Background: an optimization exercise with open tools, aiming at small area, a short achievable clock period and few clock cycles per item. Do not read the settings as production practice. The RTL was checked by simulation tests, not by an equivalence proof against the original design.

==> wip/quartz <==
==> flow/design.v (excerpt) <==
module fp32_div_pipe (
  input  logic        clk,
  input  logic        rst_n,
  input  logic        in_valid,
  output logic        in_ready,
  input  logic [31:0] in_a,
  input  logic [31:0] in_b,
  output logic        out_valid,
  input  logic        out_ready,
  output logic [31:0] out_q,
  output logic [3:0]  out_flags
);
clock: 125.0 ns
lec_check: 0
abc_area: 1
cap_margin: 20
core_margin: 2
core_utilization: 40
slew_margin: 60
synth_hierarchical: 1
synth_minimum_keep_size: 0
standard.sh (not shown) runs the stock make flow with config.mk's settings and CLKGATE_MAP_FILE= SYNTH_SCRIPT=/design/flow/synth_recipe.tcl, a recipe that flattens the netlist after the stock synthesis.
==> flow/flow/run.sh <==
#!/bin/bash
# Own layout flow: the standard flow (standard synthesis, floorplan, place,
# CTS, route) unchanged, except that the input and output port buffers that
# buffer_ports inserts are sky130_fd_sc_hd__buf_2 cells instead of the default
# choice. Every port is still buffered.
set -euo pipefail
export BUFFER_PORTS_ARGS="-buffer_cell sky130_fd_sc_hd__buf_2"
bash standard.sh finish > standard_flow.log 2>&1
==> wip/delta (differences from wip/quartz) <==
--- a/flow/design.v
+++ b/flow/design.v
@@ -431,10 +431,14 @@
   logic [2:0] mthb5;
   logic [2:0] mths5;
   logic [2:0] mthc5;
   logic [47:0] mtx;
   logic [47:0] mty;
+  logic [14:0] cs0_1;
+  logic [14:0] cs1_1;
+  logic [14:0] cs0_2;
+  logic [14:0] cs1_2;
   assign adv       = ~sk_v;
   assign in_ready  = rdy_q;
   assign out_valid = out_v;
   assign out_q     = out_q_r;
   assign out_flags = out_f_r;
@@ -987,38 +991,70 @@
   assign pc[16] = pg[15] | (ppr[15] & pc[15]);
   assign pc[17] = pg[16] | (ppr[16] & pc[16]);
   assign pc[18] = pg[17] | (ppr[17] & pc[17]);
   assign pc[19] = pg[18] | (ppr[18] & pc[18]);
   assign pc[20] = pg[19] | (ppr[19] & pc[19]);
-  assign pc[21] = pg[20] | (ppr[20] & pc[20]);
-  assign pc[22] = pg[21] | (ppr[21] & pc[21]);
-  assign pc[23] = pg[22] | (ppr[22] & pc[22]);
-  assign pc[24] = pg[23] | (ppr[23] & pc[23]);
-  assign pc[25] = pg[24] | (ppr[24] & pc[24]);
-  assign pc[26] = pg[25] | (ppr[25] & pc[25]);
-  assign pc[27] = pg[26] | (ppr[26] & pc[26]);
-  assign pc[28] = pg[27] | (ppr[27] & pc[27]);
-  assign pc[29] = pg[28] | (ppr[28] & pc[28]);
-  assign pc[30] = pg[29] | (ppr[29] & pc[29]);
-  assign pc[31] = pg[30] | (ppr[30] & pc[30]);
-  assign pc[32] = pg[31] | (ppr[31] & pc[31]);
-  assign pc[33] = pg[32] | (ppr[32] & pc[32]);
-  assign pc[34] = pg[33] | (ppr[33] & pc[33]);
-  assign pc[35] = pg[34] | (ppr[34] & pc[34]);
-  assign pc[36] = pg[35] | (ppr[35] & pc[35]);
-  assign pc[37] = pg[36] | (ppr[36] & pc[36]);
-  assign pc[38] = pg[37] | (ppr[37] & pc[37]);
-  assign pc[39] = pg[38] | (ppr[38] & pc[38]);
-  assign pc[40] = pg[39] | (ppr[39] & pc[39]);
-  assign pc[41] = pg[40] | (ppr[40] & pc[40]);
-  assign pc[42] = pg[41] | (ppr[41] & pc[41]);
-  assign pc[43] = pg[42] | (ppr[42] & pc[42]);
-  assign pc[44] = pg[43] | (ppr[43] & pc[43]);
-  assign pc[45] = pg[44] | (ppr[44] & pc[44]);
-  assign pc[46] = pg[45] | (ppr[45] & pc[45]);
-  assign pc[47] = pg[46] | (ppr[46] & pc[46]);
-  assign pc[48] = pg[47] | (ppr[47] & pc[47]);
+  assign cs0_1[0] = 1'b0; assign cs1_1[0] = 1'b1;
+  assign cs0_1[1] = pg[20] | (ppr[20] & cs0_1[0]);
+  assign cs1_1[1] = pg[20] | (ppr[20] & cs1_1[0]);
+  assign cs0_1[2] = pg[21] | (ppr[21] & cs0_1[1]);
+  assign cs1_1[2] = pg[21] | (ppr[21] & cs1_1[1]);
+  assign cs0_1[3] = pg[22] | (ppr[22] & cs0_1[2]);
+  assign cs1_1[3] = pg[22] | (ppr[22] & cs1_1[2]);
+  assign cs0_1[4] = pg[23] | (ppr[23] & cs0_1[3]);
+  assign cs1_1[4] = pg[23] | (ppr[23] & cs1_1[3]);
+  assign cs0_1[5] = pg[24] | (ppr[24] & cs0_1[4]);
+  assign cs1_1[5] = pg[24] | (ppr[24] & cs1_1[4]);
+  assign cs0_1[6] = pg[25] | (ppr[25] & cs0_1[5]);
+  assign cs1_1[6] = pg[25] | (ppr[25] & cs1_1[5]);
+  assign cs0_1[7] = pg[26] | (ppr[26] & cs0_1[6]);
+  assign cs1_1[7] = pg[26] | (ppr[26] & cs1_1[6]);
+  assign cs0_1[8] = pg[27] | (ppr[27] & cs0_1[7]);
+  assign cs1_1[8] = pg[27] | (ppr[27] & cs1_1[7]);
+  assign cs0_1[9] = pg[28] | (ppr[28] & cs0_1[8]);
+  assign cs1_1[9] = pg[28] | (ppr[28] & cs1_1[8]);
+  assign cs0_1[10] = pg[29] | (ppr[29] & cs0_1[9]);
+  assign cs1_1[10] = pg[29] | (ppr[29] & cs1_1[9]);
+  assign cs0_1[11] = pg[30] | (ppr[30] & cs0_1[10]);
+  assign cs1_1[11] = pg[30] | (ppr[30] & cs1_1[10]);
+  assign cs0_1[12] = pg[31] | (ppr[31] & cs0_1[11]);
+  assign cs1_1[12] = pg[31] | (ppr[31] & cs1_1[11]);
+  assign cs0_1[13] = pg[32] | (ppr[32] & cs0_1[12]);
+  assign cs1_1[13] = pg[32] | (ppr[32] & cs1_1[12]);
+  assign cs0_1[14] = pg[33] | (ppr[33] & cs0_1[13]);
+  assign cs1_1[14] = pg[33] | (ppr[33] & cs1_1[13]);
+  assign pc[34:21] = pc[20] ? cs1_1[14:1] : cs0_1[14:1];
+  assign cs0_2[0] = 1'b0; assign cs1_2[0] = 1'b1;
+  assign cs0_2[1] = pg[34] | (ppr[34] & cs0_2[0]);
+  assign cs1_2[1] = pg[34] | (ppr[34] & cs1_2[0]);
+  assign cs0_2[2] = pg[35] | (ppr[35] & cs0_2[1]);
+  assign cs1_2[2] = pg[35] | (ppr[35] & cs1_2[1]);
+  assign cs0_2[3] = pg[36] | (ppr[36] & cs0_2[2]);
+  assign cs1_2[3] = pg[36] | (ppr[36] & cs1_2[2]);
+  assign cs0_2[4] = pg[37] | (ppr[37] & cs0_2[3]);
+  assign cs1_2[4] = pg[37] | (ppr[37] & cs1_2[3]);
+  assign cs0_2[5] = pg[38] | (ppr[38] & cs0_2[4]);
+  assign cs1_2[5] = pg[38] | (ppr[38] & cs1_2[4]);
+  assign cs0_2[6] = pg[39] | (ppr[39] & cs0_2[5]);
+  assign cs1_2[6] = pg[39] | (ppr[39] & cs1_2[5]);
+  assign cs0_2[7] = pg[40] | (ppr[40] & cs0_2[6]);
+  assign cs1_2[7] = pg[40] | (ppr[40] & cs1_2[6]);
+  assign cs0_2[8] = pg[41] | (ppr[41] & cs0_2[7]);
+  assign cs1_2[8] = pg[41] | (ppr[41] & cs1_2[7]);
+  assign cs0_2[9] = pg[42] | (ppr[42] & cs0_2[8]);
+  assign cs1_2[9] = pg[42] | (ppr[42] & cs1_2[8]);
+  assign cs0_2[10] = pg[43] | (ppr[43] & cs0_2[9]);
+  assign cs1_2[10] = pg[43] | (ppr[43] & cs1_2[9]);
+  assign cs0_2[11] = pg[44] | (ppr[44] & cs0_2[10]);
+  assign cs1_2[11] = pg[44] | (ppr[44] & cs1_2[10]);
+  assign cs0_2[12] = pg[45] | (ppr[45] & cs0_2[11]);
+  assign cs1_2[12] = pg[45] | (ppr[45] & cs1_2[11]);
+  assign cs0_2[13] = pg[46] | (ppr[46] & cs0_2[12]);
+  assign cs1_2[13] = pg[46] | (ppr[46] & cs1_2[12]);
+  assign cs0_2[14] = pg[47] | (ppr[47] & cs0_2[13]);
+  assign cs1_2[14] = pg[47] | (ppr[47] & cs1_2[13]);
+  assign pc[48:35] = pc[34] ? cs1_2[14:1] : cs0_2[14:1];
   assign p = ppr ^ pc[47:0];
   assign p47 = p[47];
   assign mant = p47 ? p[46:24] : p[45:23];
   assign guard = p47 ? p[23] : p[22];
   assign sticky = (|p[21:0]) | (p47 & p[22]);
==> flow/run.sh (new file) <==
#!/bin/bash
# synth_recipe.tcl (not shown) runs the flow's synth.tcl, then flattens the netlist and writes it again
# the make line also repeats each setting of config.mk as NAME=value (left out here)
make -C /OpenROAD-flow-scripts/flow DESIGN_CONFIG=/design/flow/config.mk WORK_HOME=/design/flow/orfs CLKGATE_MAP_FILE= SYNTH_SCRIPT=/design/flow/synth_recipe.tcl finish
--- a/flow/config.mk
+++ b/flow/config.mk
@@ -7,8 +7,8 @@
 export LEC_CHECK = 0
 export ABC_AREA = 1
 export CAP_MARGIN = 20
 export CORE_MARGIN = 2
 export CORE_UTILIZATION = 40
-export SLEW_MARGIN = 60
+export SLEW_MARGIN = 80
 export SYNTH_HIERARCHICAL = 1
 export SYNTH_MINIMUM_KEEP_SIZE = 0
removed: flow/flow/run.sh
removed: flow/standard.sh
==> notes <==
Against wip/delta, the non-clock buffer count of wip/quartz is lower by 120. Between wip/delta and wip/quartz, the lower sequential share of layout area is in wip/delta (gap 1.1 points). Register-to-register slack: wip/delta is better than wip/quartz (0.52 ns). Sequential cell count is the same in wip/delta and wip/quartz. Against wip/quartz, the die area of wip/delta is larger by about 0.7%. In wip/quartz the via count is lower than in wip/delta, by about 2.6%. Count of clock-buffer cells in the layout is the same in wip/quartz and wip/delta. Worst setup slack: wip/delta is lower than wip/quartz (0.45 ns). Against wip/quartz, the routed wire length of wip/delta is larger by about 2%.
==> figures <==
	wip/delta	wip/quartz
Outcome	no timing/DRC/antenna violations	no timing/DRC/antenna violations
Crit path setup slack, layout	98.43 ns	98.88 ns
Relative area of clock buffers and inverters in the final design	2.47%	2.81%
Effective utilization at floorplan	40.2%	40.3%
Utilization after layout	45.9%	43.8%
Overall via count from detail_route	32807	31953
Synthesized instance count	4447	4329
Layout Nets	5662	5426
Minimum clock period after layout	26.57 ns	26.12 ns
Critical path launch point	out_q_r[10]	out_f_r[2]
Clock Latency Late Sink	0.62 ns	0.60 ns
Final cell count without fillers	6089	5784
DP Worst Slack	98.70 ns	99.07 ns
Crit path to	out_q[10]	out_flags[2]
Critical path's slowest cell	sky130_fd_sc_hd__clkdlybuf4s50_1	sky130_fd_sc_hd__edfxtp_1
Testbench counts of wip/quartz, summed over its fixed seeds: cycles 16,032, items 16,000.
Testbench counts of wip/delta, summed over its fixed seeds: cycles 16,032, items 16,000.

[what the ideal ports hide]
In the flow no input, the clock included, has a driving cell. The finished layouts below were timed again as built, in two steps. Step 1 assumes that a clkbuf_16 drives the clock port and a buf_2 every other input. Step 2 times the ports against the registers' clock, not the clock port: input delays grow and output delays shrink by t, the midpoint of the rising clock arrivals with the driver on. a / b / c = ideal ports / drivers / drivers and shift; a / b = the first two.
| run | shift t [ns] | setup WS [ns] | worst setup path after step 2 |
|---|---|---|---|
| wip/quartz | 0.663 | 98.881 / 98.806 / 99.060 | input to register |
| wip/delta | 0.665 | 98.429 / 98.361 / 98.670 | input to register |
After both steps every run listed still meets setup and hold.
